This is an optimization exercise on Yosys and OpenROAD, whose aim is small area and a short achievable clock period, not a production implementation. Function was checked by simulation only, so behaviour that the tests miss may differ from the original. Power figures rest on the tool's default switching activity, not on a simulated workload.

$ cat design/flow/run.sh
#!/bin/bash
# synth_recipe.tcl (not shown) runs the flow's synth.tcl, then flattens the netlist and writes it again
# the make line also repeats each setting of config.mk as NAME=value (left out here)
make -C /OpenROAD-flow-scripts/flow DESIGN_CONFIG=/design/flow/config.mk WORK_HOME=/design/flow/orfs CLKGATE_MAP_FILE= SYNTH_SCRIPT=/design/flow/synth_recipe.tcl finish
$ cat design/flow/config.mk
export PLATFORM = sky130hd
export DESIGN_NAME = gnss_baseband_top
export DESIGN_NICKNAME = gnss_baseband_top
export VERILOG_FILES = /design/flow/design.v
export SDC_FILE = /design/flow/constraint.sdc
export NUM_CORES = 4
export LEC_CHECK = 0
export CAP_MARGIN = 20
export CORE_MARGIN = 2
export CORE_UTILIZATION = 35
export PLACE_DENSITY = 0.5
export SLEW_MARGIN = 20
$ cat design/flow/constraint.sdc
create_clock -name core_clock -period 7.0 [get_ports {clk}]
set_input_delay 1.4000 -clock core_clock [delete_from_list [all_inputs] [get_ports {clk}]]
set_output_delay 1.4000 -clock core_clock [all_outputs]
set_load 0.01 [all_outputs]
$ cat design/flow/design.v
`timescale 1ns/1ps
module code_ram (
    input  logic                         clk,
    input  logic                         rst_n,
    input  logic                         we,
    input  logic [32-1:0]      wr_data,
    input  logic [10-1:0] rd_addr,
    output logic                         chip
);
    localparam int NW = 32;
    localparam int WW = 32;
    logic [4:0]    wr_idx;
    logic [NW-1:0] wsel;
    logic [NW-1:0] wdec;
    logic [WW-1:0] bdec;
    logic [WW-1:0] col;
    logic          rd_bit;
    always_ff @(posedge clk or negedge rst_n) begin
        if (!rst_n) begin
            wr_idx <= '0;
        end else if (we) begin
            wr_idx <= wr_idx + 1'b1;
        end else begin
            wr_idx <= '0;
        end
    end
    always_comb begin
        for (int w = 0; w < NW; w++) begin
            wsel[w] = we && (wr_idx == 5'(w));
            wdec[w] = (rd_addr[9:5] == 5'(w));
        end
        for (int b = 0; b < WW; b++) begin
            bdec[b] = (rd_addr[4:0] == 5'(b));
        end
    end
    logic [WW-1:0] mem [NW];
    for (genvar w = 0; w < NW; w++) begin : g_word
        for (genvar b = 0; b < WW; b++) begin : g_bit
            if (w == 0 && b == 0) begin : g_none
                assign mem[w][b] = 1'b0;
            end else begin : g_ff
                logic q;
                always_ff @(posedge clk) begin
                    q <= (wsel[w] & wr_data[b]) | (~wsel[w] & q);
                end
                assign mem[w][b] = q;
            end
        end
    end
    always_comb begin
        for (int b = 0; b < WW; b++) begin
            col[b] = 1'b0;
            for (int w = 0; w < NW; w++) begin
                col[b] = col[b] | (wdec[w] & mem[w][b]);
            end
        end
        rd_bit = |(bdec & col);
    end
    always_ff @(posedge clk or negedge rst_n) begin
        if (!rst_n) begin
            chip <= 1'b0;
        end else begin
            chip <= rd_bit;
        end
    end
endmodule
`timescale 1ns/1ps
module code_phase_gen (
    input  logic                         clk,
    input  logic                         rst_n,
    input  logic                         code_tick,
    input  logic                         delay_load,
    input  logic [10-1:0] delay_new,
    output logic [10-1:0] rd_addr
);
    localparam int AW = 10;
    logic [AW-1:0] chip_cnt;
    logic [AW-1:0] chip_inc;
    logic [AW-1:0] addr_inc;
    logic [AW-1:0] sub_now;
    logic [AW-1:0] sub_inc;
    function automatic logic [AW-1:0] inc1023(input logic [AW-1:0] x);
        inc1023 = (x == 10'd1023) ? 10'd1 : x + 10'd1;
    endfunction
    function automatic logic [AW-1:0] sub1023(input logic [AW-1:0] x, input logic [AW-1:0] m);
        logic [AW:0] s;
        s = {1'b0, x} + {1'b0, ~m};
        sub1023 = s[AW-1:0] + {{(AW-1){1'b0}}, s[AW]};
    endfunction
    assign chip_inc = inc1023(chip_cnt);
    assign addr_inc = inc1023(rd_addr);
    assign sub_now  = sub1023(chip_cnt, delay_new);
    assign sub_inc  = sub1023(chip_inc, delay_new);
    always_ff @(posedge clk or negedge rst_n) begin
        if (!rst_n) begin
            chip_cnt <= 10'd1;
            rd_addr  <= 10'd1;
        end else begin
            if (code_tick) begin
                chip_cnt <= chip_inc;
            end
            if (delay_load) begin
                rd_addr <= code_tick ? sub_inc : sub_now;
            end else if (code_tick) begin
                rd_addr <= addr_inc;
            end
        end
    end
endmodule
`timescale 1ns/1ps
module ctrl_word_ram (
    input  logic                         clk,
    input  logic                         rst_n,
    input  logic                         we,
    input  logic [32-1:0]      wr_hold,
    output logic [32-1:0]      word0,
    output logic [32-1:0]      word1,
    output logic [32-1:0]      word2,
    output logic [10-1:0] word3
);
    logic [1:0] wr_idx;
    logic [3:0] wr_pend;
    always_ff @(posedge clk or negedge rst_n) begin
        if (!rst_n) begin
            wr_idx <= 2'd0;
        end else if (we) begin
            wr_idx <= wr_idx + 2'd1;
        end else begin
            wr_idx <= 2'd0;
        end
    end
    always_ff @(posedge clk) begin
        for (int k = 0; k < 4; k++) begin
            wr_pend[k] <= we && (wr_idx == 2'(k));
        end
    end
    always_ff @(posedge clk) begin
        word0 <= ({32{wr_pend[0]}} & wr_hold) | ({32{~wr_pend[0]}} & word0);
        word1 <= ({32{wr_pend[1]}} & wr_hold) | ({32{~wr_pend[1]}} & word1);
        word2 <= ({32{wr_pend[2]}} & wr_hold) | ({32{~wr_pend[2]}} & word2);
        word3 <= ({10{wr_pend[3]}} & wr_hold[10-1:0])
               | ({10{~wr_pend[3]}} & word3);
    end
endmodule
`timescale 1ns/1ps
module ctrl_update_seq (
    input  logic                        clk,
    input  logic                        rst_n,
    input  logic                        busy,
    output logic [4-1:0] load_sel
);
    localparam int DIV_W = $clog2(10000);
    logic [DIV_W-1:0] div_cnt;
    logic             upd_tick;
    logic             seq_start;
    assign upd_tick = (div_cnt == DIV_W'(10000 - 1));
    always_ff @(posedge clk or negedge rst_n) begin
        if (!rst_n) begin
            div_cnt <= '0;
        end else if (upd_tick) begin
            div_cnt <= '0;
        end else begin
            div_cnt <= div_cnt + 1'b1;
        end
    end
    always_ff @(posedge clk or negedge rst_n) begin
        if (!rst_n) begin
            seq_start <= 1'b0;
            load_sel  <= '0;
        end else begin
            seq_start <= upd_tick && !busy;
            load_sel  <= {load_sel[4-2:0], seq_start};
        end
    end
endmodule
`timescale 1ns/1ps
module gnss_channel (
    input  logic                          clk,
    input  logic                          rst_n,
    input  logic [32-1:0]       wr_data,
    input  logic [32-1:0]       wr_hold,
    input  logic                          code_we,
    input  logic                          ctrl_we,
    input  logic                          code_tick,
    input  logic [4-1:0]   load_sel,
    output logic [3*32-1:0]     params,
    output logic                          code_bit
);
    localparam int W = 32;
    logic [W-1:0]                 word0, word1, word2;
    logic [10-1:0] word3;
    logic [W-1:0]                 carrier_freq;
    logic [W-1:0]                 code_freq;
    logic [W-1:0]                 code_phase;
    logic [10-1:0] code_addr;
    localparam logic [W-1:0] CODE_FREQ_RST = 32'd2746095;
    assign params = {carrier_freq, code_freq, code_phase};
    ctrl_word_ram ctrl_word_ram_i (
        .clk     (clk),
        .rst_n   (rst_n),
        .we      (ctrl_we),
        .wr_hold (wr_hold),
        .word0   (word0),
        .word1   (word1),
        .word2   (word2),
        .word3   (word3)
    );
    always_ff @(posedge clk or negedge rst_n) begin
        if (!rst_n) begin
            carrier_freq <= 32'd0;
            code_freq    <= 32'd2746095;
            code_phase   <= 32'd0;
        end else begin
            carrier_freq <= ({W{load_sel[0]}} & word0) | ({W{~load_sel[0]}} & carrier_freq);
            code_freq    <= ({W{load_sel[1]}} & word1) | ({W{~load_sel[1]}} & code_freq);
            code_phase   <= ({W{load_sel[2]}} & word2) | ({W{~load_sel[2]}} & code_phase);
        end
    end
    code_phase_gen code_phase_gen_i (
        .clk        (clk),
        .rst_n      (rst_n),
        .code_tick  (code_tick),
        .delay_load (load_sel[3]),
        .delay_new  (word3),
        .rd_addr    (code_addr)
    );
    code_ram code_ram_i (
        .clk     (clk),
        .rst_n   (rst_n),
        .we      (code_we),
        .wr_data (wr_data),
        .rd_addr (code_addr),
        .chip    (code_bit)
    );
endmodule
`timescale 1ns/1ps
module gnss_baseband_top (
    input  logic                                     clk,
    input  logic                                     rst_n,
    input  logic [32-1:0]                  wr_data,
    input  logic [2*4-1:0]              wr_en,
    input  logic [4-1:0]                code_tick,
    output logic [3*32*4-1:0] params,
    output logic [4-1:0]                code_bit
);
    localparam int PARAMS_W = 3 * 32;
    logic [4-1:0] load_sel;
    logic                        busy;
    logic [32-1:0]     wr_hold;
    assign busy = |wr_en;
    always_ff @(posedge clk) begin
        wr_hold <= wr_data;
    end
    ctrl_update_seq ctrl_update_seq_i (
        .clk      (clk),
        .rst_n    (rst_n),
        .busy     (busy),
        .load_sel (load_sel)
    );
    for (genvar ch = 0; ch < 4; ch++) begin : g_chan
        gnss_channel gnss_channel_i (
            .clk       (clk),
            .rst_n     (rst_n),
            .wr_data   (wr_data),
            .wr_hold   (wr_hold),
            .code_we   (wr_en[4 + ch]),
            .ctrl_we   (wr_en[ch]),
            .code_tick (code_tick[ch]),
            .load_sel  (load_sel),
            .params    (params[ch*PARAMS_W +: PARAMS_W]),
            .code_bit  (code_bit[ch])
        );
    end
endmodule
==> results of run 1 <==
[where the power goes]
part | internal (mW) | total [mW] | switching [mW]
sequential | 33.5 | 34.0 | 0.525
combinational | 2.12 | 7.34 | 5.22
clock | 15.9 | 28.3 | 12.4
[worst max-delay path: stages (launching register included)]
cell and delay (ns):
dfstp_2 0.59, ha_1 0.22, and3_1 0.25, and3_1 0.27
and3_1 0.27, nand3_1 0.16, nand2_1 0.11, ha_1 0.22
inv_1 0.08, fa_1 0.45, nor2b_1 0.17, o21ai_0 0.16
a21oi_1 0.30, nor4_1 0.12, nor2_1 0.22, a21o_1 0.17
a21o_1 0.12, ha_1 0.19, nand3_1 0.12, or4b_2 0.68
nor4b_1 0.50, nand3_1 0.16, xnor2_1 0.20, o221ai_1 0.13
[kinds of logic after synthesis]
kind of cell | Yosys count
fa+ha+maj | 173
compound gates | 2273
mux | 425
xor+xnor | 181
buf+inv | 676
simple gates | 2123
flops | 5079
[layout make-up]
| cell class | count | area share (%) |
|---|---|---|
| repair buffers | 882 | 3.54 |
| well taps | 7208 | 4.03 |
| diodes | 40 | 0.0447 |
| multi-input cells | 5175 | 17.6 |
| flip-flops and latches | 5079 | 66.9 |
| clock inverters | 269 | 1.16 |
| clock buffers | 713 | 6.59 |
| inverters | 125 | 0.210 |
[stage by stage]
stage | utilization (%) | hold WS, ns | cells | instance area, µm² | power [mW]
after global routing | 41.4 | 0.322 | 19500 | 224000 | 71.5
after detailed placement | 38.1 | 0.364 | 18500 | 206000 | 41.8
after global placement | 38.1 | 0.370 | 18500 | 206000 | 41.8
final | 41.4 | 0.319 | 19500 | 224000 | 69.7
after CTS | 41.3 | 0.259 | 19500 | 224000 | 69.8
after floorplan | - | 0.331 | 10900 | 190000 | 38.1
[path summary, 6_finish.rpt]
| kind | start | to | slack [ns] | cells past startpoint |
|---|---|---|---|---|
| max in group asynchronous | rst_n | ctrl_update_seq_i.load_sel[0]$_DFF_PN0_ | 5.31 | 2 |
| worst min register to register | ctrl_update_seq_i.seq_start$_DFF_PN0_ | ctrl_update_seq_i.load_sel[0]$_DFF_PN0_ | 0.35 | 0 |
| worst max register to register | flip-flop | flip-flop | 1.02 | 23 |
| min in group core_clock | ctrl_update_seq_i.seq_start$_DFF_PN0_ | ctrl_update_seq_i.load_sel[0]$_DFF_PN0_ | 0.35 | 0 |
| worst max-delay path | flip-flop | flip-flop | 1.02 | 23 |
| worst min-delay path | rst_n | asynchronous set/reset pin | 0.32 | 1 |
[cell usage in the layout (no fill, tap or decap), drive strengths merged, types with 22 or more instances in the layout]
cell / n
and2: 98
nand2b: 24
mux2: 407
xor2: 82
nor4: 59
a21o: 26
clkinv: 209
and3: 480
clkbuf: 713
a221oi: 148
a22oi: 1369
clkdlybuf4s50: 399
or2: 22
dfrtp: 447
inv: 155
edfxtp: 4516
nor3: 72
o311ai: 25
nand3b: 35
buf: 482
nand2: 345
o21ai: 77
dfxtp: 48
ha: 165
a2111oi: 143
diode: 40
nand3: 296
nand4: 213
nor2: 319
o41ai: 23
a21oi: 85
or3: 23
xnor2: 96
nor2b: 52
a22o: 172
dfstp: 68
bufinv: 25
[routing by layer]
layer	GRT usage [%]	share of wire [%]	vias up
met2	39.9	46	7554
met4	7.83	3.5	12
met1	35.4	41	61900
met5	0	0.012	-
met3	4.40	10	1235
li1	-	-	46200
==> key figures, run 1 <==
Yosys
  – Cells after Synth: 10.9k
  – EDFF count, synth: 4,516
  – Top-count cell post-synth: edfxtp_1
  – Yosys cell types: 98
  – Post-synth top area share: 71.3%
  – Largest family of logic cells by synthesized area: compound AO/OA/AOI/OAI gates
  – Seq/Total Area, Yosys: 78.7%
  – Fraction of synthesized area in multiplexers: 2.56%
  – Ys flop type: edfxtp_1
  – Warnings, synthesis: 7
  – Simple-Gate Fraction of Synth Area: 6.03%
  – Syn avg cell area: 17.4 µm²
  – Yosys reg bits: 5,079
  – Dominant cells by area after synthesis: edfxtp_1 (71%), dfrtp_1 (5.9%), a22oi_1 (5.4%)
  – Synth Net Count: 11.1k
  – Async SR Flop Fraction: 10.1%
  – Synth cell count leaders: edfxtp_1 (4,516), a22oi_1 (1,369), and3_1 (479), dfrtp_1 (447), mux2_2 (407)
  – XOR/XNOR Fraction of Synth Area: 0.856%
  – Post-synthesis cell area: 190,000 µm²
  – Synth Area in Adders: 1.17%
  – Biggest area consumer among synthesized cells: edfxtp_1
  – Compound-Gate Fraction of Synth Area: 9.22%

Die
  – Die Y: 741 µm
  – I/O pin count: 434
  – Die area: 549,000 µm²
  – Core ar.: 541,000 µm²
  – Core Rows: 270
  – Initial core utilization: 35.1%
  – Die W: 741 µm

Clock tree
  – # H-tree levels: 6
  – # hold bufs at CTS: 0
  – Root Driver: clkbuf_16
  – CTS tree: done
  – Num CTS Buffers: 548
  – CTS Sinks: 5,079
  – CTS resizes: 0
  – Clk buf depth: 4
  – Worst-Skew Late Latency: 1.11 ns
  – Clk pin slew, worst setup/hold paths: 0.06 ns
  – Post-CTS Setup Inserts: 0

Outcome
  – Status: complete, no violations

Place
  – Pre-CTS WS: 1.12 ns
  – Post-DP HPWL: 410 mm
  – Gpl congestion: 0.841
  – PortBufs: 433

Global routing
  – Tot GR Track Use: 25.2%
  – Largest net degree at the start of global routing: 130
  – GR Overflow Total: 0
  – Global-route wire length before repair: 965 mm
  – Initial antenna violation count: 57
  – Vias in the first global route: 112k

Timing
  – Final setup fails: 0
  – Fin. max-slew vios: 0
  – Worst rel slew slack: 16.0%
  – Worst Skew: 0.0765 ns
  – Period utilization: 85.4%
  – Setup TNS: 0 ns
  – Worst Tran Pin Value: 1.26 ns
  – Final hold viol count: 0
  – Final Critical Period: 5.98 ns
  – Final WS setup: 1.02 ns
  – Fmax: 167 MHz
  – RSZ-0062 raised after global routing: false

Power and ir drop
  – Max IR drop VDD: 0.000308 V
  – Leakage power: 76.3 nW
  – PwrDens: 311 nW/µm²

Drt
  – Post-DRT Antenna Nets: 0
  – Vias per cell: 6.00
  – Wirelength per Cell: 36.7 µm
  – Post-Route WL: 715 mm
  – DR pass1 iterations: 8
  – Vias: 117k
  – DRC: 0
  – Initial DRC count: 18.6k

Setup path
  – WP data arrival: 6.93 ns
  – Required @ worst endpoint: 7.95 ns
  – CP endpoint kind: flip-flop
  – Max FO, Critical Path: 6
  – Kind of critical path: flip-flop to flip-flop
  – Type of origin of the critical path: flip-flop

Finish
  – Register Area: 150,000 µm²
  – Share of layout cells above drive strength 1: 16.9%
  – Area delta synth->final: 17.7%
  – Final net count: 12.0k
  – Fillers: 48.1k
  – Multi-input logic area: 39,300 µm²

Flow run
  – Max cap viols: 0

Min path
  – Min-Delay Path Class: input pin to asynchronous set/reset pin
==> run 2, diff against run 1 <==
--- a/design/flow/design.v
+++ b/design/flow/design.v
@@ -5,4 +5,5 @@
     input  logic                         we,
-    input  logic [32-1:0]      wr_data,
-    input  logic [10-1:0] rd_addr,
+    input  logic [32-1:0]      wr_hold,
+    input  logic [32-1:0]  rd_word,
+    input  logic [32-1:0]      rd_bit,
     output logic                         chip
@@ -12,7 +13,11 @@
     logic [4:0]    wr_idx;
+    logic [3:0]    wr_phi;
+    logic [7:0]    wr_plo;
+    logic [3:0]    wr_phi_n;
+    logic [7:0]    wr_plo_n;
     logic [NW-1:0] wsel;
-    logic [NW-1:0] wdec;
-    logic [WW-1:0] bdec;
+    logic [NW-1:0] whold;
     logic [WW-1:0] col;
-    logic          rd_bit;
+    logic          fwd;
+    logic          rd_q;
     always_ff @(posedge clk or negedge rst_n) begin
@@ -26,9 +31,16 @@
     end
+    always_ff @(posedge clk) begin
+        for (int i = 0; i < 4; i++) begin
+            wr_phi[i]   <= we && (wr_idx[4:3] == 2'(i));
+            wr_phi_n[i] <= !(we && (wr_idx[4:3] == 2'(i)));
+        end
+        for (int i = 0; i < 8; i++) begin
+            wr_plo[i]   <= (wr_idx[2:0] == 3'(i));
+            wr_plo_n[i] <= (wr_idx[2:0] != 3'(i));
+        end
+    end
     always_comb begin
         for (int w = 0; w < NW; w++) begin
-            wsel[w] = we && (wr_idx == 5'(w));
-            wdec[w] = (rd_addr[9:5] == 5'(w));
-        end
-        for (int b = 0; b < WW; b++) begin
-            bdec[b] = (rd_addr[4:0] == 5'(b));
+            wsel[w]  = wr_phi[w / 8] && wr_plo[w % 8];
+            whold[w] = wr_phi_n[w / 8] || wr_plo_n[w % 8];
         end
@@ -43,3 +55,3 @@
                 always_ff @(posedge clk) begin
-                    q <= (wsel[w] & wr_data[b]) | (~wsel[w] & q);
+                    q <= (wsel[w] & wr_hold[b]) | (whold[w] & q);
                 end
@@ -53,6 +65,7 @@
             for (int w = 0; w < NW; w++) begin
-                col[b] = col[b] | (wdec[w] & mem[w][b]);
+                col[b] = col[b] | (rd_word[w] & mem[w][b]);
             end
         end
-        rd_bit = |(bdec & col);
+        fwd  = |(wsel & rd_word);
+        rd_q = fwd ? |(rd_bit & wr_hold) : |(rd_bit & col);
     end
@@ -62,3 +75,3 @@
         end else begin
-            chip <= rd_bit;
+            chip <= rd_q;
         end
@@ -73,22 +86,67 @@
     input  logic [10-1:0] delay_new,
-    output logic [10-1:0] rd_addr
+    output logic [32-1:0]  rd_word,
+    output logic [32-1:0]      rd_bit
 );
     localparam int AW = 10;
+    localparam int NW = 32;
+    localparam int WW = 32;
     logic [AW-1:0] chip_cnt;
-    logic [AW-1:0] chip_inc;
-    logic [AW-1:0] addr_inc;
-    logic [AW-1:0] sub_now;
-    logic [AW-1:0] sub_inc;
+    logic [AW-1:0] diff;
+    logic          tick_d;
+    logic [AW-1:0] load_addr;
     function automatic logic [AW-1:0] inc1023(input logic [AW-1:0] x);
-        inc1023 = (x == 10'd1023) ? 10'd1 : x + 10'd1;
+        logic [AW-1:0] r;
+        for (int i = 0; i < AW; i++) begin
+            r[i] = x[i] ^ ((x & ((10'd1 << i) - 10'd1)) == ((10'd1 << i) - 10'd1));
+        end
+        r[0] = r[0] | (&x);
+        inc1023 = r;
+    endfunction
+    function automatic logic [AW-1:0] inc2_1023(input logic [AW-1:0] x);
+        logic [AW-1:0] r;
+        r[0] = x[0];
+        for (int i = 1; i < AW; i++) begin
+            r[i] = x[i] ^ ((x & ((10'd1 << i) - 10'd2)) == ((10'd1 << i) - 10'd2));
+        end
+        if (&x[AW-1:1]) begin
+            r = {8'd0, x[0], ~x[0]};
+        end
+        inc2_1023 = r;
     endfunction
     function automatic logic [AW-1:0] sub1023(input logic [AW-1:0] x, input logic [AW-1:0] m);
-        logic [AW:0] s;
-        s = {1'b0, x} + {1'b0, ~m};
-        sub1023 = s[AW-1:0] + {{(AW-1){1'b0}}, s[AW]};
+        logic [AW-1:0] y, p, g, h, gg, hh, gn, hn, r;
+        logic          gall;
+        y  = ~m;
+        p  = x ^ y;
+        g  = x & y;
+        h  = x | y;
+        gg = g;
+        hh = h;
+        for (int d = 1; d < AW; d = d * 2) begin
+            gn = gg;
+            hn = hh;
+            for (int i = d; i < AW; i++) begin
+                gn[i] = gg[i] | (hh[i] & gg[i-d]);
+                hn[i] = hh[i] & hh[i-d];
+            end
+            gg = gn;
+            hh = hn;
+        end
+        gall = gg[AW-1];
+        r[0] = p[0] ^ gall;
+        for (int i = 1; i < AW; i++) begin
+            r[i] = p[i] ^ (gg[i-1] | (hh[i-1] & gall));
+        end
+        sub1023 = r;
     endfunction
-    assign chip_inc = inc1023(chip_cnt);
-    assign addr_inc = inc1023(rd_addr);
-    assign sub_now  = sub1023(chip_cnt, delay_new);
-    assign sub_inc  = sub1023(chip_inc, delay_new);
+    always_ff @(posedge clk) begin
+        diff <= sub1023(chip_cnt, delay_new);
+    end
+    always_comb begin
+        if (code_tick) begin
+            load_addr = tick_d ? inc2_1023(diff) : inc1023(diff);
+        end else begin
+            load_addr = tick_d ? inc1023(diff) : diff;
+        end
+    end
     always_ff @(posedge clk or negedge rst_n) begin
@@ -96,11 +154,27 @@
             chip_cnt <= 10'd1;
-            rd_addr  <= 10'd1;
+            tick_d   <= 1'b0;
+            rd_word  <= NW'(1);
+            rd_bit   <= WW'(2);
         end else begin
+            tick_d <= code_tick;
             if (code_tick) begin
-                chip_cnt <= chip_inc;
+                chip_cnt <= inc1023(chip_cnt);
             end
             if (delay_load) begin
-                rd_addr <= code_tick ? sub_inc : sub_now;
+                for (int i = 0; i < NW; i++) begin
+                    rd_word[i] <= (load_addr[9:5] == 5'(i));
+                end
+                for (int i = 0; i < WW; i++) begin
+                    rd_bit[i] <= (load_addr[4:0] == 5'(i));
+                end
             end else if (code_tick) begin
-                rd_addr <= addr_inc;
+                if (rd_word[NW-1] && rd_bit[WW-1]) begin
+                    rd_word <= NW'(1);
+                    rd_bit  <= WW'(2);
+                end else begin
+                    rd_bit <= {rd_bit[WW-2:0], rd_bit[WW-1]};
+                    if (rd_bit[WW-1]) begin
+                        rd_word <= {rd_word[NW-2:0], rd_word[NW-1]};
+                    end
+                end
             end
@@ -179,3 +253,2 @@
     input  logic                          rst_n,
-    input  logic [32-1:0]       wr_data,
     input  logic [32-1:0]       wr_hold,
@@ -194,3 +267,4 @@
     logic [W-1:0]                 code_phase;
-    logic [10-1:0] code_addr;
+    logic [32-1:0]  code_word;
+    logic [32-1:0]      code_sel;
     localparam logic [W-1:0] CODE_FREQ_RST = 32'd2746095;
@@ -224,3 +298,4 @@
         .delay_new  (word3),
-        .rd_addr    (code_addr)
+        .rd_word    (code_word),
+        .rd_bit     (code_sel)
     );
@@ -230,4 +305,5 @@
         .we      (code_we),
-        .wr_data (wr_data),
-        .rd_addr (code_addr),
+        .wr_hold (wr_hold),
+        .rd_word (code_word),
+        .rd_bit  (code_sel),
         .chip    (code_bit)
@@ -263,3 +339,2 @@
             .rst_n     (rst_n),
-            .wr_data   (wr_data),
             .wr_hold   (wr_hold),
--- a/design/flow/config.mk
+++ b/design/flow/config.mk
@@ -10,3 +10,6 @@
 export CORE_UTILIZATION = 35
+export CTS_CLUSTER_DIAMETER = 80
+export CTS_CLUSTER_SIZE = 25
 export PLACE_DENSITY = 0.5
+export SETUP_SLACK_MARGIN = 4
 export SLEW_MARGIN = 20
==> key figures, run 2 <==
Timing
  – Worst Tran Pin Value: 1.24 ns (-0.0206 ns)
  – Final hold viol count: 0 (unchanged)
  – Worst rel slew slack: 17.4% (+1.4 points)
  – Worst hold margin: 0.322 ns (+0.00341 ns)
  – Final setup fails: 0 (unchanged)
  – Setup TNS: 0 ns (unchanged)
  – Worst Skew: 0.0715 ns (-0.00500 ns)
  – Fin. max-slew vios: 0 (unchanged)
  – Period utilization: 47.1% (-38 points)
  – RSZ-0062 raised after global routing: true
  – Final Critical Period: 3.29 ns (-2.68 ns)
  – Fmax: 304 MHz (+81%)

Yosys
  – Ys flop type: dfxtp_1
  – Top-count cell post-synth: a22o_1
  – Async SR Flop Fraction: 13.5% (+3.4 points)
  – Yosys cell types: 76 (-22%)
  – Warnings, synthesis: 7 (unchanged)
  – Yosys reg bits: 5,435 (+7.0%)
  – Seq/Total Area, Yosys: 58.0% (-21 points)
  – Synth cell count leaders: a22o_1 (4,407), dfxtp_1 (4,276), clkbuf_1 (1,964), a22oi_1 (1,628), dfrtp_1 (663)
  – Post-synth top area share: 42.5% (-29 points)
  – Post-synthesis cell area: 201,000 µm² (+6.0%)
  – Dominant cells by area after synthesis: dfxtp_1 (42%), a22o_1 (19%), dfrtp_1 (8.2%)
  – Syn avg cell area: 11.6 µm² (-34%)
  – Cells after Synth: 17.4k (+59%)
  – Synth Net Count: 17.6k (+58%)
  – Biggest area consumer among synthesized cells: dfxtp_1
  – EDFF count, synth: 424 (-91%)

Setup path
  – Max FO, Critical Path: 11 (+5)
  – Crit path cell chain: buf_12 > a22oi_1 > nand4_1 > o41ai_4 > nand4_1 > or4_1 > nor3_2 > a21oi_1
  – Crit path to: g_chan[2].gnss_channel_i.code_ram_i.chip$_DFF_PN0_
  – Crit path buf inv count: 1 (unchanged)
  – Kind of critical path: flip-flop to flip-flop
  – Cell mode on critical path: nand4_1
  – Type of origin of the critical path: flip-flop
  – CP endpoint kind: flip-flop
  – WP data arrival: 4.18 ns (-2.75 ns)
  – FF-to-FF path depth: 8 (-65%)
  – Max stage delay on crit path: 0.73 ns (+0.05 ns)
  – Required @ worst endpoint: 7.89 ns (-0.06 ns)
  – RR Endpoint: g_chan[2].gnss_channel_i.code_ram_i.chip$_DFF_PN0_
  – Slowest cell on the critical path: o41ai_4
  – Family with the most delay on the worst path: simple AND/OR/NAND/NOR gates
  – Levels on crit path: 8 (-65%)
  – R2R Setup Slk: 3.71 ns (+2.68 ns)

Power and ir drop
  – Max IR drop VDD: 0.000239 V (-22%)
  – Leakage power: 88.3 nW (+16%)
  – Final Power: 61.1 mW (-12%)
  – PwrDens: 269 nW/µm² (-14%)

Clock tree
  – # hold bufs at CTS: 0 (unchanged)
  – Worst-Skew Late Latency: 1.06 ns (-0.05 ns)
  – Clk buf depth: 4 (unchanged)
  – CTS Sinks: 5,435 (+7.0%)
  – Root Driver: clkbuf_16
  – CTS tree: done
  – Clk pin slew, worst setup/hold paths: 0.10 ns (+0.04 ns)
  – # H-tree levels: 5 (-1)
  – Num CTS Buffers: 295 (-46%)

Die
  – Core ar.: 573,000 µm² (+6.0%)
  – Initial core utilization: 35.1% (about the same)
  – Die Y: 763 µm (+2.9%)
  – I/O pin count: 434 (unchanged)
  – Die area: 582,000 µm² (+6.0%)
  – Core Rows: 278 (+3.0%)
  – Die W: 763 µm (+2.9%)

Finish
  – Share of layout cells above drive strength 1: 17.2% (+0.24 points)
  – Fillers: 54.4k (+13%)
  – Most frequent cells in the layout: a22o_1 (4,407), dfxtp_1 (4,220), a22oi_1 (1,612), buf_4 (674), dfrtp_1 (530)
  – Most common cell after layout, fill and taps aside: a22o_1
  – Final net count: 17.0k (+41%)
  – Post-layout util: 39.6% (-1.7 points)
  – Area delta synth->final: 12.8%

Drt
  – Vias per cell: 6.79 (+13%)
  – Vias: 167k (+43%)
  – DRC: 0 (unchanged)
  – Post-DRT Antenna Nets: 0 (unchanged)
  – Initial DRC count: 26.0k (+39%)
  – DR pass1 iterations: 7 (-1)
  – Post-Route WL: 1000 mm (+40%)
  – Wirelength per Cell: 40.7 µm (+11%)

Global routing
  – Largest net degree at the start of global routing: 146 (+12%)
  – GR Layer Usage met2: 47.9% (+8.0 points)
  – Met3 Usage GRT: 8.41% (+4.0 points)
  – Tot GR Track Use: 32.6% (+7.5 points)
  – Gr busiest metal: met2
  – Global-route wire length before repair: 1350 mm (+40%)
  – Vias in the first global route: 155k (+38%)
  – GR Overflow Total: 0 (unchanged)
  – Met1 Track Usage GR: 44.0% (+8.6 points)
  – Initial antenna violation count: 63 (+11%)

Outcome
  – Status: complete, no violations

Flow run
  – Max cap viols: 0 (unchanged)

Place
  – PortBufs: 433 (unchanged)
  – Post-DP HPWL: 544 mm (+33%)
  – Gpl congestion: 0.907 (+7.9%)

Min path
  – Min-Delay Path Class: input pin to asynchronous set/reset pin
==> run 2: changes by cell type after synthesis, moves of 259 or more <==
cell / before / now
a22o_1: 172 / 4407
and3_1: 479 / 28
edfxtp_1: 4516 / 424
clkbuf_1: 349 / 1964
dfxtp_1: 48 / 4276
a22oi_1: 1369 / 1628
==> run 2: final cells by class <==
cell class	instances	area, µm²	area share [%]
Timing Repair Buffer	1252	11900	5.26
Clock buffer	352	7760	3.42
Inverter	217	816	0.359
Tap cell	7560	9460	4.16
Clock inverter	138	1700	0.747
Multi-Input combinational cell	9579	78100	34.4
Sequential cell	5435	117000	51.6
Antenna cell	44	110	0.0485
==> run 2: repair_timing <==
action / CTS / global route
endpoints found under the hold margin: 0 / 0
setup endpoints to repair: 612 / 543
gates resized for setup: 2622 / 208
buffers inserted: 224 / 85
pin swaps: 88 / 88
cloned: 2 / 0
==> run 2: worst min path at each step <==
stage / start / endpoint / slack, ns
2_1_floorplan: ctrl_update_seq_i.seq_start$_DFF_PN0_ / ctrl_update_seq_i.load_sel[0]$_DFF_PN0_ / 0.33
3_3_place_gp: ctrl_update_seq_i.seq_start$_DFF_PN0_ / ctrl_update_seq_i.load_sel[0]$_DFF_PN0_ / 0.34
3_5_place_dp: ctrl_update_seq_i.seq_start$_DFF_PN0_ / ctrl_update_seq_i.load_sel[0]$_DFF_PN0_ / 0.34
4_1_cts: rst_n / asynchronous set/reset pin / 0.30
5_1_grt: rst_n / asynchronous set/reset pin / 0.34
6_report: rst_n / asynchronous set/reset pin / 0.32
==> run 2: logic make-up after synthesis <==
| family | Yosys count | share of synthesized area [%] |
|---|---|---|
| DFF | 5435 | 58.0 |
| AOI/OAI and AO/OA | 7145 | 29.1 |
| buffers and inverters | 2414 | 4.63 |
| xor gates and xnor gates | 87 | 0.378 |
| and+or+nand+nor | 1760 | 4.52 |
| muxes | 401 | 2.23 |
| adders and majority gates | 186 | 1.15 |
==> run 2: power by group <==
group,switching [mW],internal [mW],leakage (nW)
clock,11.9,8.57,4.59
sequential,1.88,33.5,48.3
combinational,2.93,2.29,35.5
total,16.7,44.4,88.3
==> run 2: per-stage QoR <==
stage / std cells / instance area, µm² / setup slack (ns)
final: 24600 / 227000 / 3.71
after global routing: 24500 / 227000 / 3.81
after CTS: 24400 / 225000 / 3.77
after detailed placement: 23700 / 212000 / 2.87
after global placement: 23700 / 212000 / 2.75
after floorplan: 17400 / 202000 / 3.95
==> run 2: layer usage <==
layer	wire length, µm	vias to the layer above
met5	207	-
met4	64400	24
met3	120000	2954
met2	419000	12600
met1	397000	85700
li1	-	65700
==> run 3, diff against run 2 <==
--- a/design/flow/design.v
+++ b/design/flow/design.v
@@ -7,3 +7,3 @@
     input  logic [32-1:0]  rd_word,
-    input  logic [32-1:0]      rd_bit,
+    input  logic [4:0]                   rd_lo,
     output logic                         chip
@@ -20,2 +20,3 @@
     logic [WW-1:0] col;
+    logic [WW-1:0] rd_bit;
     logic          fwd;
@@ -63,2 +64,5 @@
         for (int b = 0; b < WW; b++) begin
+            rd_bit[b] = (rd_lo == 5'(b));
+        end
+        for (int b = 0; b < WW; b++) begin
             col[b] = 1'b0;
@@ -87,3 +91,3 @@
     output logic [32-1:0]  rd_word,
-    output logic [32-1:0]      rd_bit
+    output logic [4:0]                   rd_lo
 );
@@ -156,3 +160,3 @@
             rd_word  <= NW'(1);
-            rd_bit   <= WW'(2);
+            rd_lo    <= 5'd1;
         end else begin
@@ -166,12 +170,10 @@
                 end
-                for (int i = 0; i < WW; i++) begin
-                    rd_bit[i] <= (load_addr[4:0] == 5'(i));
-                end
+                rd_lo <= load_addr[4:0];
             end else if (code_tick) begin
-                if (rd_word[NW-1] && rd_bit[WW-1]) begin
+                if (rd_word[NW-1] && (&rd_lo)) begin
                     rd_word <= NW'(1);
-                    rd_bit  <= WW'(2);
+                    rd_lo   <= 5'd1;
                 end else begin
-                    rd_bit <= {rd_bit[WW-2:0], rd_bit[WW-1]};
-                    if (rd_bit[WW-1]) begin
+                    rd_lo <= rd_lo + 5'd1;
+                    if (&rd_lo) begin
                         rd_word <= {rd_word[NW-2:0], rd_word[NW-1]};
@@ -223,3 +225,4 @@
     input  logic                        busy,
-    output logic [4-1:0] load_sel
+    output logic [4-1:0] load_sel,
+    output logic [4-1:0] load_hold
 );
@@ -243,2 +246,3 @@
             load_sel  <= '0;
+            load_hold <= '1;
         end else begin
@@ -246,2 +250,3 @@
             load_sel  <= {load_sel[4-2:0], seq_start};
+            load_hold <= {load_hold[4-2:0], !seq_start};
         end
@@ -258,2 +263,3 @@
     input  logic [4-1:0]   load_sel,
+    input  logic [4-1:0]   load_hold,
     output logic [3*32-1:0]     params,
@@ -266,6 +272,8 @@
     logic [W-1:0]                 code_freq;
+    logic [W-1:0]                 code_freq_x;
     logic [W-1:0]                 code_phase;
     logic [32-1:0]  code_word;
-    logic [32-1:0]      code_sel;
+    logic [4:0]                   code_lo;
     localparam logic [W-1:0] CODE_FREQ_RST = 32'd2746095;
+    assign code_freq = code_freq_x ^ CODE_FREQ_RST;
     assign params = {carrier_freq, code_freq, code_phase};
@@ -284,8 +292,8 @@
             carrier_freq <= 32'd0;
-            code_freq    <= 32'd2746095;
+            code_freq_x  <= '0;
             code_phase   <= 32'd0;
         end else begin
-            carrier_freq <= ({W{load_sel[0]}} & word0) | ({W{~load_sel[0]}} & carrier_freq);
-            code_freq    <= ({W{load_sel[1]}} & word1) | ({W{~load_sel[1]}} & code_freq);
-            code_phase   <= ({W{load_sel[2]}} & word2) | ({W{~load_sel[2]}} & code_phase);
+            carrier_freq <= ({W{load_sel[0]}} & word0) | ({W{load_hold[0]}} & carrier_freq);
+            code_freq_x  <= ({W{load_sel[1]}} & (word1 ^ CODE_FREQ_RST)) | ({W{load_hold[1]}} & code_freq_x);
+            code_phase   <= ({W{load_sel[2]}} & word2) | ({W{load_hold[2]}} & code_phase);
         end
@@ -299,3 +307,3 @@
         .rd_word    (code_word),
-        .rd_bit     (code_sel)
+        .rd_lo      (code_lo)
     );
@@ -307,3 +315,3 @@
         .rd_word (code_word),
-        .rd_bit  (code_sel),
+        .rd_lo   (code_lo),
         .chip    (code_bit)
@@ -323,2 +331,3 @@
     logic [4-1:0] load_sel;
+    logic [4-1:0] load_hold;
     logic                        busy;
@@ -333,3 +342,4 @@
         .busy     (busy),
-        .load_sel (load_sel)
+        .load_sel  (load_sel),
+        .load_hold (load_hold)
     );
@@ -344,2 +354,3 @@
             .load_sel  (load_sel),
+            .load_hold (load_hold),
             .params    (params[ch*PARAMS_W +: PARAMS_W]),
--- a/design/flow/config.mk
+++ b/design/flow/config.mk
@@ -9,6 +9,6 @@
 export CORE_MARGIN = 2
-export CORE_UTILIZATION = 35
+export CORE_UTILIZATION = 55
 export CTS_CLUSTER_DIAMETER = 80
 export CTS_CLUSTER_SIZE = 25
-export PLACE_DENSITY = 0.5
+export PLACE_DENSITY = 0.65
 export SETUP_SLACK_MARGIN = 4
==> key figures, run 3 <==
Outcome
  – Status: complete, no violations

Drt
  – Vias: 167k (-0.12%)
  – DRC: 0 (unchanged)
  – Initial DRC count: 28.2k (+8.6%)
  – Post-DRT Antenna Nets: 0 (unchanged)
  – Post-Route WL: 875 mm (-13%)
  – DR pass1 iterations: 9 (+2)
  – Wirelength per Cell: 40.6 µm (-0.16%)
  – Vias per cell: 7.74 (+14%)

Finish
  – Final net count: 16.9k (-0.78%)
  – Area delta synth->final: 9.53%
  – Biggest register: g_chan.gnss_channel_i.code_ram_i.g_word.g_bit.g_ff.q
  – Most frequent cells in the layout: a22o_1 (4,960), dfxtp_1 (4,224), a22oi_1 (1,060), buf_4 (879), a221oi_1 (495)
  – Post-route insts no fill: 21.5k (-12%)
  – Post-layout util: 60.4% (+21 points)
  – Final instance area: 216,000 µm² (-4.8%)
  – Most common cell after layout, fill and taps aside: a22o_1
  – Multi-input logic area: 74,900 µm² (-4.0%)
  – Share of layout cells above drive strength 1: 14.3% (-2.9 points)
  – Max reg flops: 4,092
  – Fillers: 29.1k (-47%)
  – Register Area: 115,000 µm² (-2.3%)

Yosys
  – Yosys reg bits: 5,330 (-1.9%)
  – Syn avg cell area: 11.5 µm² (-0.72%)
  – Synth Net Count: 17.5k (-1.1%)
  – Async SR Flop Fraction: 11.8% (-1.7 points)
  – Ys flop type: dfxtp_1
  – Yosys cell types: 79 (+3.9%)
  – Post-synthesis cell area: 197,000 µm² (-2.0%)
  – Synth cell count leaders: a22o_1 (4,960), dfxtp_1 (4,276), clkbuf_1 (2,043), a22oi_1 (1,061), dfrtp_1 (615)
  – Top-count cell post-synth: a22o_1
  – Dominant cells by area after synthesis: dfxtp_1 (43%), a22o_1 (22%), dfrtp_1 (7.8%)
  – Warnings, synthesis: 7 (unchanged)
  – Biggest area consumer among synthesized cells: dfxtp_1
  – Cells after Synth: 17.2k (-1.3%)
  – EDFF count, synth: 424 (unchanged)
  – Post-synth top area share: 43.4% (+0.86 points)
  – Seq/Total Area, Yosys: 57.8% (-0.20 points)

Die
  – Die Y: 603 µm (-21%)
  – Die W: 603 µm (-21%)
  – Die area: 364,000 µm² (-37%)
  – Initial core utilization: 55.1% (+20 points)
  – I/O pin count: 434 (unchanged)
  – Core Rows: 220 (-21%)
  – Core ar.: 358,000 µm² (-38%)

Clock tree
  – Worst-Skew Late Latency: 1.07 ns (about the same)
  – Clk pin slew, worst setup/hold paths: 0.10 ns (about the same)
  – # H-tree levels: 4 (-1)
  – Clk buf depth: 4 (unchanged)
  – Root Driver: clkbuf_16
  – CTS Sinks: 5,330 (-1.9%)
  – CTS tree: done
  – Num CTS Buffers: 243 (-18%)

Timing
  – Worst Tran Pin Value: 1.32 ns (+0.0780 ns)
  – Worst Skew: 0.0638 ns (-0.00772 ns)
  – Worst hold margin: 0.334 ns (+0.0123 ns)
  – Final WS setup: 3.86 ns (+0.153 ns)
  – Worst rel slew slack: 12.2% (-5.2 points)
  – RSZ-0062 raised after global routing: true
  – Fmax: 318 MHz (+4.9%)
  – Period utilization: 44.9% (-2.2 points)
  – Final setup fails: 0 (unchanged)
  – Final hold viol count: 0 (unchanged)
  – Setup TNS: 0 ns (unchanged)
  – Fin. max-slew vios: 0 (unchanged)
  – Final Critical Period: 3.14 ns (-0.153 ns)

Place
  – Pre-CTS WS: 2.51 ns (-0.359 ns)
  – Post-DP HPWL: 470 mm (-14%)
  – Dpl cells: 20.6k (-13%)
  – Gpl congestion: 0.943 (+4.0%)
  – PortBufs: 433 (unchanged)
  – Placed Area: 203,000 µm² (-3.9%)

Setup path
  – Required @ worst endpoint: 7.93 ns (+0.04 ns)
  – Type of origin of the critical path: flip-flop
  – Max FO, Critical Path: 17 (+6)
  – Kind of critical path: flip-flop to flip-flop
  – FF-to-FF path depth: 9 (+1)
  – CP endpoint kind: flip-flop
  – WP data arrival: 4.07 ns (-0.11 ns)

Power and ir drop
  – Max IR drop VDD: 0.000291 V (+22%)
  – Leakage power: 84.9 nW (-3.9%)
  – Final Power: 59.0 mW (-3.5%)
  – PwrDens: 273 nW/µm² (+1.4%)

Global routing
  – GR Overflow Total: 0 (unchanged)
  – Initial antenna violation count: 54 (-14%)
  – Tot GR Track Use: 45.8% (+13 points)
  – Global-route wire length before repair: 1200 mm (-11%)
  – Largest net degree at the start of global routing: 150 (+2.7%)
  – Vias in the first global route: 153k (-1.3%)

Min path
  – Min-Delay Path Class: input pin to asynchronous set/reset pin

Flow run
  – Max cap viols: 0 (unchanged)
run 3: changes by cell type in the layout (fill, tap and decap cells not counted), moves of 42 or more:
cell / change
a22oi_1: -552
or2_2: +44
o41ai_4: -42
dfstp_2: -61
or2_4: -61
buf_4: +205
a221oi_1: +239
dfrtp_1: -47
buf_2: +45
mux2_2: -372
a22o_1: +553
clkbuf_16: -50
nand3_1: -143
run 3: layer usage:
metal / up-vias / part of all wire (%) / global-route usage (%)
met1: 82700 / 36 / 59.8
met5: - / 0.043 / 0.410
li1: 65100 / - / -
met4: 28 / 8.4 / 29.8
met2: 14800 / 40 / 64.1
met3: 4033 / 16 / 15.9
run 3: cell families (layout without fill, tap and decap cells):
logic type | Yosys count | in the layout | share of synthesized area, %
flip-flops | 5330 | 5330 | 57.8
buffers and inverters | 2553 | 2073 | 5.00
AO/OA/AOI/OAI | 7313 | 7313 | 30.8
multiplexers | 43 | 43 | 0.240
AND/OR/NAND/NOR | 1676 | 1679 | 4.48
adder cells (fa/ha/maj) | 209 | 209 | 1.32
XOR/XNOR | 83 | 83 | 0.368
other | 0 | 34 | 0
run 3: layout make-up:
type / count / share of cell area (%)
Tap cell: 4773 / 2.76
Sequential cell: 5330 / 53.0
Inverter: 276 / 0.481
Timing Repair Buffer: 1445 / 5.90
Clock buffer: 319 / 3.01
Multi-Input combinational cell: 9327 / 34.6
Clock inverter: 33 / 0.161
Antenna cell: 34 / 0.0393
run 3: repair_timing:
| action | 4_1_cts | 5_1_grt |
|---|---|---|
| endpoints found under the setup margin | 460 | 497 |
| hold buffers | 0 | 0 |
| buffers inserted | 266 | 247 |
| gates cloned | 1 | 3 |
| pin swaps | 22 | 73 |
| gates resized for setup | 2290 | 322 |
run 3: where the power goes:
group | leakage [nW] | switching [mW] | total, mW | internal [mW]
Clock | 3.34 | 10.3 | 16.9 | 6.64
Sequential | 47.0 | 1.81 | 34.7 | 32.9
Combinational | 34.6 | 4.57 | 7.37 | 2.80
run 3: worst paths after layout:
| check | startpoint | end | slack [ns] |
|---|---|---|---|
| max | flip-flop | g_chan[1].gnss_channel_i.code_ram_i.chip$_DFF_PN0_ | 3.86 |
| min | rst_n | g_chan[0].gnss_channel_i.carrier_freq[18]$_DFF_PN0_ | 0.33 |
| max reg2reg | flip-flop | g_chan[1].gnss_channel_i.code_ram_i.chip$_DFF_PN0_ | 3.86 |
| min reg2reg | ctrl_update_seq_i.seq_start$_DFF_PN0_ | ctrl_update_seq_i.load_sel[0]$_DFF_PN0_ | 0.41 |
| max in group asynchronous | rst_n | asynchronous set/reset pin | 5.13 |
| min in group core_clock | ctrl_update_seq_i.seq_start$_DFF_PN0_ | ctrl_update_seq_i.load_sel[0]$_DFF_PN0_ | 0.41 |
run 3: critical path, stage by stage (launching register included):
cell and delay [ns]:
dfrtp_4 0.50, buf_4 0.26, a22o_1 0.26, a221oi_1 0.45
nand4_1 0.50, o31ai_2 0.44, o221ai_1 0.18, nand3_1 0.11
and4_1 0.20, a31oi_1 0.09
==> run 4, diff against run 3 <==
--- a/design/flow/config.mk
+++ b/design/flow/config.mk
@@ -9,6 +9,6 @@
 export CORE_MARGIN = 2
-export CORE_UTILIZATION = 55
+export CORE_UTILIZATION = 45
 export CTS_CLUSTER_DIAMETER = 80
-export CTS_CLUSTER_SIZE = 25
-export PLACE_DENSITY = 0.65
+export CTS_CLUSTER_SIZE = 20
+export PLACE_DENSITY = 0.6
 export SETUP_SLACK_MARGIN = 4
==> key figures, run 4 <==
Setup path
  – Slowest cell on the critical path: a222oi_1
  – Required @ worst endpoint: 7.91 ns (-0.02 ns)
  – WP data arrival: 4.12 ns (+0.05 ns)
  – Type of origin of the critical path: flip-flop
  – Crit path buf inv count: 2 (+1)
  – Kind of critical path: flip-flop to flip-flop
  – Crit path cell chain: buf_4 > inv_4 > ha_1 > a222oi_1 > nand3_1 > nor4b_4 > a41oi_1
  – Family with the most delay on the worst path: compound AO/OA/AOI/OAI gates
  – CP endpoint kind: flip-flop
  – Max FO, Critical Path: 20 (+3)
  – Max stage delay on crit path: 0.92 ns (+0.42 ns)

Global routing
  – GR Overflow Total: 0 (unchanged)
  – Initial antenna violation count: 60 (+11%)
  – Tot GR Track Use: 39.0% (-6.8 points)
  – Largest net degree at the start of global routing: 123 (-18%)
  – Global-route wire length before repair: 1250 mm (+4.0%)
  – Vias in the first global route: 153k (+0.37%)

Place
  – Dpl cells: 21.6k (+4.9%)
  – Gpl congestion: 0.939 (-0.48%)
  – Post-DP HPWL: 496 mm (+5.6%)
  – PortBufs: 433 (unchanged)
  – Pre-CTS WS: 2.92 ns (+0.406 ns)
  – Placed Area: 205,000 µm² (+0.68%)

Clock tree
  – Clk pin slew, worst setup/hold paths: 0.09 ns (about the same)
  – CTS tree: done
  – Num CTS Buffers: 311 (+28%)
  – Root Driver: clkbuf_16
  – Worst-Skew Late Latency: 1.06 ns (about the same)
  – # hold bufs at CTS: 0 (unchanged)
  – CTS Sinks: 5,330 (unchanged)
  – Clk buf depth: 4 (unchanged)
  – # H-tree levels: 5 (+1)

Drt
  – Vias per cell: 7.42 (-4.2%)
  – Initial DRC count: 27.9k (-1.0%)
  – Post-DRT Antenna Nets: 0 (unchanged)
  – Wirelength per Cell: 40.5 µm (-0.33%)
  – Post-Route WL: 909 mm (+3.9%)
  – DR pass1 iterations: 10 (+1)
  – DRC: 0 (unchanged)
  – Vias: 166k (-0.13%)

Die
  – Die area: 444,000 µm² (+22%)
  – Core ar.: 438,000 µm² (+22%)
  – I/O pin count: 434 (unchanged)
  – Initial core utilization: 45.1% (-10 points)
  – Core Rows: 243 (+10%)
  – Die W: 666 µm (+10%)
  – Die Y: 666 µm (+10%)

Finish
  – Most frequent cells in the layout: a22o_1 (4,960), dfxtp_1 (4,224), a22oi_1 (1,057), buf_4 (730), a221oi_1 (494)
  – Final instance area: 217,000 µm² (+0.53%)
  – Biggest register: g_chan.gnss_channel_i.code_ram_i.g_word.g_bit.g_ff.q
  – Post-route insts no fill: 22.5k (+4.2%)
  – Share of layout cells above drive strength 1: 13.9% (-0.38 points)
  – Final net count: 16.8k (-0.66%)
  – Max reg flops: 4,092 (unchanged)
  – Area delta synth->final: 10.1%
  – Most common cell after layout, fill and taps aside: a22o_1

Timing
  – Worst Skew: 0.0995 ns (+0.0357 ns)
  – RSZ-0062 raised after global routing: true
  – Period utilization: 45.8% (+0.94 points)
  – Worst rel slew slack: 13.9% (+1.7 points)
  – Final hold viol count: 0 (unchanged)
  – Final setup fails: 0 (unchanged)
  – Setup TNS: 0 ns (unchanged)
  – Worst Tran Pin Value: 1.29 ns (-0.0253 ns)
  – Final WS setup: 3.79 ns (-0.0655 ns)
  – Final Critical Period: 3.21 ns (+0.0655 ns)
  – Fin. max-slew vios: 0 (unchanged)
  – Fmax: 312 MHz (-2.0%)

Power and ir drop
  – Max IR drop VDD: 0.000220 V (-24%)
  – Leakage power: 84.8 nW (-0.13%)
  – Final Power: 61.6 mW (+4.4%)
  – PwrDens: 283 nW/µm² (+3.9%)

Yosys
  – Synth cell count leaders: a22o_1 (4,960), dfxtp_1 (4,276), clkbuf_1 (2,043), a22oi_1 (1,061), dfrtp_1 (615)
  – Synth Net Count: 17.5k (unchanged)
  – Async SR Flop Fraction: 11.8% (unchanged)
  – Cells after Synth: 17.2k (unchanged)
  – Seq/Total Area, Yosys: 57.8% (unchanged)
  – Yosys reg bits: 5,330 (unchanged)
  – Biggest area consumer among synthesized cells: dfxtp_1
  – Top-count cell post-synth: a22o_1
  – Post-synth top area share: 43.4% (unchanged)
  – EDFF count, synth: 424 (unchanged)
  – Syn avg cell area: 11.5 µm² (unchanged)
  – Ys flop type: dfxtp_1
  – Yosys cell types: 79 (unchanged)
  – Dominant cells by area after synthesis: dfxtp_1 (43%), a22o_1 (22%), dfrtp_1 (7.8%)
  – Post-synthesis cell area: 197,000 µm² (unchanged)
  – Warnings, synthesis: 7 (unchanged)

Outcome
  – Status: complete, no violations

Min path
  – Min-Delay Path Class: input pin to asynchronous set/reset pin

Flow run
  – Max cap viols: 0 (unchanged)
[run 4: cell counts after synthesis]
Identical to the previous run, type by type.
[run 4: logic make-up after synthesis]
logic type,count (synthesis),synth area share (%)
compound gates,7313,30.8
xor+xnor,83,0.368
fa+ha+maj,209,1.32
buf+inv,2553,5.00
flops,5330,57.8
mux,43,0.240
simple gates,1676,4.48
[run 4: area by class of cell]
type / instances / area [µm²]
Inverter: 276 / 1040
Fill cell: 38500 / 220000
Timing Repair Buffer: 1267 / 10500
Multi-Input combinational cell: 9326 / 75100
Tap cell: 5757 / 7200
Sequential cell: 5330 / 115000
Clock buffer: 407 / 8420
Clock inverter: 33 / 409
Antenna cell: 54 / 135
[run 4: worst paths after layout]
kind / slack (ns) / cells past startpoint / endpoint
max: 3.79 / 7 / g_chan[0].gnss_channel_i.code_ram_i.chip$_DFF_PN0_
min: 0.35 / 1 / g_chan[1].gnss_channel_i.code_freq_x[17]$_DFF_PN0_
max reg2reg: 3.79 / 7 / g_chan[0].gnss_channel_i.code_ram_i.chip$_DFF_PN0_
min reg2reg: 0.39 / 0 / ctrl_update_seq_i.load_sel[0]$_DFF_PN0_
max in group asynchronous: 4.90 / 2 / asynchronous set/reset pin
min in group core_clock: 0.39 / 0 / ctrl_update_seq_i.load_sel[0]$_DFF_PN0_
[run 4: per-stage QoR]
step | utilization (%) | hold WS [ns]
final | 49.7 | 0.346
after global routing | 49.7 | 0.393
after CTS | 49.1 | 0.369
after detailed placement | 46.8 | 0.364
after global placement | 46.8 | 0.366
after floorplan | - | 0.352
[run 4: metal layers]
| metal | vias up | routed length, µm | global-route usage (%) |
|---|---|---|---|
| met5 | - | 230 | 0 |
| met4 | 24 | 71400 | 23.9 |
| met3 | 3707 | 131000 | 11.8 |
| met2 | 14400 | 368000 | 55.5 |
| met1 | 83400 | 339000 | 51.8 |
| li1 | 64900 | - | - |
[run 4: what timing repair did]
action                     in CTS  in global routing
setup endpoints to repair     461                213
gates cloned                    1                  2
pin swaps                      23                 66
gates resized for setup      2082                294
setup buffers                 197                122
[run 4: report_power, final]
group / switching [mW] / total (mW) / internal [mW]
clock network: 10.8 / 19.4 / 8.59
logic: 4.58 / 7.41 / 2.83
registers: 1.89 / 34.8 / 32.9
==> run 5, diff against run 4 <==
--- a/design/flow/config.mk
+++ b/design/flow/config.mk
@@ -13,3 +13,3 @@
 export PLACE_DENSITY = 0.6
-export SETUP_SLACK_MARGIN = 4
+export SETUP_SLACK_MARGIN = 4.3
 export SLEW_MARGIN = 20
==> key figures, run 5 <==
Min path
  – Min-Delay Path Class: flip-flop to flip-flop

Drt
  – DR top layer: met5
  – Wirelength per Cell: 40.4 µm (-0.34%)
  – Vias per cell: 7.39 (-0.30%)
  – Post-Route WL: 918 mm (+0.91%)
  – Initial DRC count: 28.4k (+1.5%)
  – Wire length on met1: 342 mm (+1.0%)
  – Met2 Wirelength: 363 mm (-1.5%)
  – DR pass1 iterations: 9 (-1)
  – Metal3 WL: 136 mm (+4.2%)
  – Post-DRT Antenna Nets: 0 (unchanged)
  – DRC: 0 (unchanged)
  – Vias: 168k (+0.95%)

Timing
  – Final WS setup: 3.86 ns (+0.0720 ns)
  – Setup TNS: 0 ns (unchanged)
  – Final hold viol count: 0 (unchanged)
  – Worst Tran Pin Value: 1.30 ns (+0.00950 ns)
  – Fmax: 319 MHz (+2.3%)
  – Worst hold margin: 0.385 ns (+0.0385 ns)
  – Worst rel slew slack: 13.2% (-0.63 points)
  – Final setup fails: 0 (unchanged)
  – RSZ-0062 raised after global routing: true
  – Fin. max-slew vios: 0 (unchanged)
  – Period utilization: 44.8% (-1.0 points)
  – Final Critical Period: 3.14 ns (-0.0720 ns)
  – Worst Skew: 0.0588 ns (-0.0407 ns)

Clock tree
  – # H-tree levels: 5 (unchanged)
  – Root Driver: clkbuf_16
  – CTS Sinks: 5,330 (unchanged)
  – Num CTS Buffers: 309 (-0.64%)
  – CTS tree: done
  – Clk buf depth: 4 (unchanged)
  – Clk pin slew, worst setup/hold paths: 0.10 ns (about the same)
  – Worst-Skew Late Latency: 1.05 ns (about the same)

Yosys
  – EDFF count, synth: 424 (unchanged)
  – Synth cell count leaders: a22o_1 (4,960), dfxtp_1 (4,276), clkbuf_1 (2,043), a22oi_1 (1,061), dfrtp_1 (615)
  – Top-count cell post-synth: a22o_1
  – Biggest area consumer among synthesized cells: dfxtp_1
  – Ys flop type: dfxtp_1
  – Syn avg cell area: 11.5 µm² (unchanged)
  – Yosys cell types: 79 (unchanged)
  – Synth Net Count: 17.5k (unchanged)
  – Post-synth top area share: 43.4% (unchanged)
  – Warnings, synthesis: 7 (unchanged)
  – Yosys reg bits: 5,330 (unchanged)
  – Async SR Flop Fraction: 11.8% (unchanged)
  – Cells after Synth: 17.2k (unchanged)
  – Seq/Total Area, Yosys: 57.8% (unchanged)
  – Dominant cells by area after synthesis: dfxtp_1 (43%), a22o_1 (22%), dfrtp_1 (7.8%)
  – Post-synthesis cell area: 197,000 µm² (unchanged)

Setup path
  – Type of origin of the critical path: flip-flop
  – Required @ worst endpoint: 7.92 ns (about the same)
  – Kind of critical path: flip-flop to flip-flop
  – R2R Setup Slk: 3.86 ns (+0.07 ns)
  – Crit path cell chain: buf_12 > buf_12 > buf_4 > a22oi_1 > nand4_1 > o41ai_1 > o21ai_0 > nand2_1 > and4_1 > a31oi_1
  – Max stage delay on crit path: 0.64 ns (-0.28 ns)
  – Levels on crit path: 10 (+3)
  – Crit path to: g_chan[1].gnss_channel_i.code_ram_i.chip$_DFF_PN0_
  – Max FO, Critical Path: 7 (-65%)
  – WP data arrival: 4.05 ns (-0.07 ns)
  – Family with the most delay on the worst path: compound AO/OA/AOI/OAI gates
  – RR Endpoint: g_chan[1].gnss_channel_i.code_ram_i.chip$_DFF_PN0_
  – CP endpoint kind: flip-flop
  – FF-to-FF path depth: 10 (+3)
  – Crit path buf inv count: 3 (+1)
  – Cell mode on critical path: buf_12
  – Slowest cell on the critical path: o41ai_1

Global routing
  – Tot GR Track Use: 39.3% (+0.27 points)
  – Largest net degree at the start of global routing: 139 (+13%)
  – Global-route wire length before repair: 1250 mm (+0.49%)
  – Vias in the first global route: 154k (+0.40%)
  – Initial antenna violation count: 64 (+6.7%)
  – GR Overflow Total: 0 (unchanged)

Die
  – Die area: 444,000 µm² (unchanged)
  – I/O pin count: 434 (unchanged)
  – Die Y: 666 µm (unchanged)
  – Die W: 666 µm (unchanged)
  – Core Rows: 243 (unchanged)
  – Core ar.: 438,000 µm² (unchanged)
  – Initial core utilization: 45.1% (unchanged)

Place
  – Post-DP HPWL: 486 mm (-2.0%)
  – Pre-CTS WS: 2.89 ns (-0.0227 ns)
  – PortBufs: 433 (unchanged)
  – Gpl congestion: 0.924 (-1.5%)

Finish
  – Most frequent cells in the layout: a22o_1 (4,960), dfxtp_1 (4,215), a22oi_1 (1,054), buf_4 (936), dfrtp_1 (482)
  – Share of layout cells above drive strength 1: 16.4% (+2.5 points)
  – Biggest register: g_chan.gnss_channel_i.code_ram_i.g_word.g_bit.g_ff.q
  – Area delta synth->final: 12.7%
  – Fillers: 38.1k (-1.0%)
  – Final net count: 17.1k (+1.8%)
  – Register Area: 115,000 µm² (about the same)
  – Max reg flops: 4,092 (unchanged)
  – Most common cell after layout, fill and taps aside: a22o_1
  – Multi-input logic area: 76,100 µm² (+1.4%)

Power and ir drop
  – Max IR drop VDD: 0.000205 V (-6.6%)
  – PwrDens: 278 nW/µm² (-2.0%)
  – Leakage power: 87.1 nW (+2.7%)

Flow run
  – Max cap viols: 0 (unchanged)

Outcome
  – Status: complete, no violations
run 5: final cells by class:
type,instances,area share [%]
clock inverter,24,0.114
antenna,36,0.0405
inverter,276,0.467
multi-input combinational,9327,34.2
sequential,5330,51.5
timing repair buffer,1576,6.62
clock buffer,406,3.79
tap,5757,3.24
run 5: power by group:
part / internal, mW / total [mW] / leakage (nW) / switching [mW]
registers: 32.9 / 34.7 / 47.0 / 1.76
logic: 3.03 / 7.87 / 35.8 / 4.84
clock network: 8.51 / 19.3 / 4.23 / 10.8
run 5: routing by layer:
layer  GRT usage (%)  up-vias
met4            24.7       40
met3            13.1     3948
li1                -    65600
met5           0.152        -
met2            54.8    14600
met1            52.0    83900
run 5: timing repair:
| action | CTS | global route |
|---|---|---|
| gates cloned | 15 | 4 |
| pin swaps | 93 | 110 |
| setup buffers | 434 | 173 |
| hold buffers | 0 | 0 |
| resized for setup | 2649 | 294 |
| endpoints found under the setup margin | 531 | 529 |
run 5: worst reg2reg max path, cell delays in order, from the launching register on:
cell and delay (ns):
dfrtp_4 0.57, buf_12 0.17, buf_12 0.13, buf_4 0.18, a22oi_1 0.31, nand4_1 0.23
o41ai_1 0.65, o21ai_0 0.37, nand2_1 0.14, and4_1 0.19, a31oi_1 0.08
run 5: worst min-delay path by stage:
stage               cells after the start                               startpoint                                       to  slack [ns]
floorplan                               0  ctrl_update_seq_i.load_sel[1]$_DFF_PN0_  ctrl_update_seq_i.load_sel[2]$_DFF_PN0_        0.35
global placement                        0    ctrl_update_seq_i.seq_start$_DFF_PN0_  ctrl_update_seq_i.load_sel[0]$_DFF_PN0_        0.38
detailed placement                      0    ctrl_update_seq_i.seq_start$_DFF_PN0_  ctrl_update_seq_i.load_sel[0]$_DFF_PN0_        0.37
CTS                                     0    ctrl_update_seq_i.seq_start$_DFF_PN0_  ctrl_update_seq_i.load_sel[0]$_DFF_PN0_        0.39
global route                            0    ctrl_update_seq_i.seq_start$_DFF_PN0_  ctrl_update_seq_i.load_sel[0]$_DFF_PN0_        0.40
finish                                  0    ctrl_update_seq_i.seq_start$_DFF_PN0_  ctrl_update_seq_i.load_sel[0]$_DFF_PN0_        0.38
run 5: kinds of logic after synthesis:
| group | Yosys count | share of synthesized area (%) |
|---|---|---|
| muxes | 43 | 0.240 |
| xor gates and xnor gates | 83 | 0.368 |
| buffers and inverters | 2553 | 5.00 |
| and+or+nand+nor | 1676 | 4.48 |
| adders and majority gates | 209 | 1.32 |
| AOI/OAI and AO/OA | 7313 | 30.8 |
| DFF | 5330 | 57.8 |
run 5: metrics by stage:
| step | power [mW] | instances | instance area [µm²] | util [%] |
|---|---|---|---|---|
| 2_1_floorplan | 39.0 | 17200 | 198000 | - |
| 5_1_grt | 63.3 | 22700 | 223000 | 50.9 |
| 4_1_cts | 61.1 | 22500 | 220000 | 50.3 |
| 6_report | 61.9 | 22700 | 223000 | 50.9 |
| 3_3_place_gp | 41.9 | 21600 | 205000 | 46.8 |
| 3_5_place_dp | 42.0 | 21600 | 205000 | 46.8 |

==> re-timing with driven ports <==
In the flow no input, the clock included, has a driving cell. The finished layouts below were timed again as built, in two steps. Step 1, drivers: a clkbuf_16 drives clk and a buf_2 each remaining input, both assumed. Step 2 adds t to the input delays and takes it off the output delays; t is the mean of the earliest and latest rising clock arrival at the registers after step 1. Input paths then give back, and output paths get back, about the clock's delay inside the block. Slacks: ideal ports / drivers / drivers and shift; pairs: ideal ports / drivers.
run	t, ns	slack for setup (ns)	hold slack, ns	worst setup path after step 2	clock arrival spread, ns
run 1	1.204	1.021 / 1.021 / 1.021	0.319 / 0.242 / 0.353	register to register	0.083 / 0.083
run 2	1.153	3.705 / 3.679 / 2.853	0.322 / 0.247 / 0.358	input to register	0.081 / 0.081
run 3	1.153	3.858 / 3.770 / 3.140	0.334 / 0.276 / 0.408	input to register	0.074 / 0.074
run 4	1.129	3.793 / 3.755 / 3.245	0.346 / 0.279 / 0.385	input to register	0.108 / 0.108
run 5	1.145	3.865 / 3.772 / 3.195	0.385 / 0.328 / 0.385	input to register	0.065 / 0.065
After both steps setup and hold are still met in every run listed. The setup slack of run 2, which loses most, moves by -0.026 ns with the drivers and by -0.852 ns with both steps.
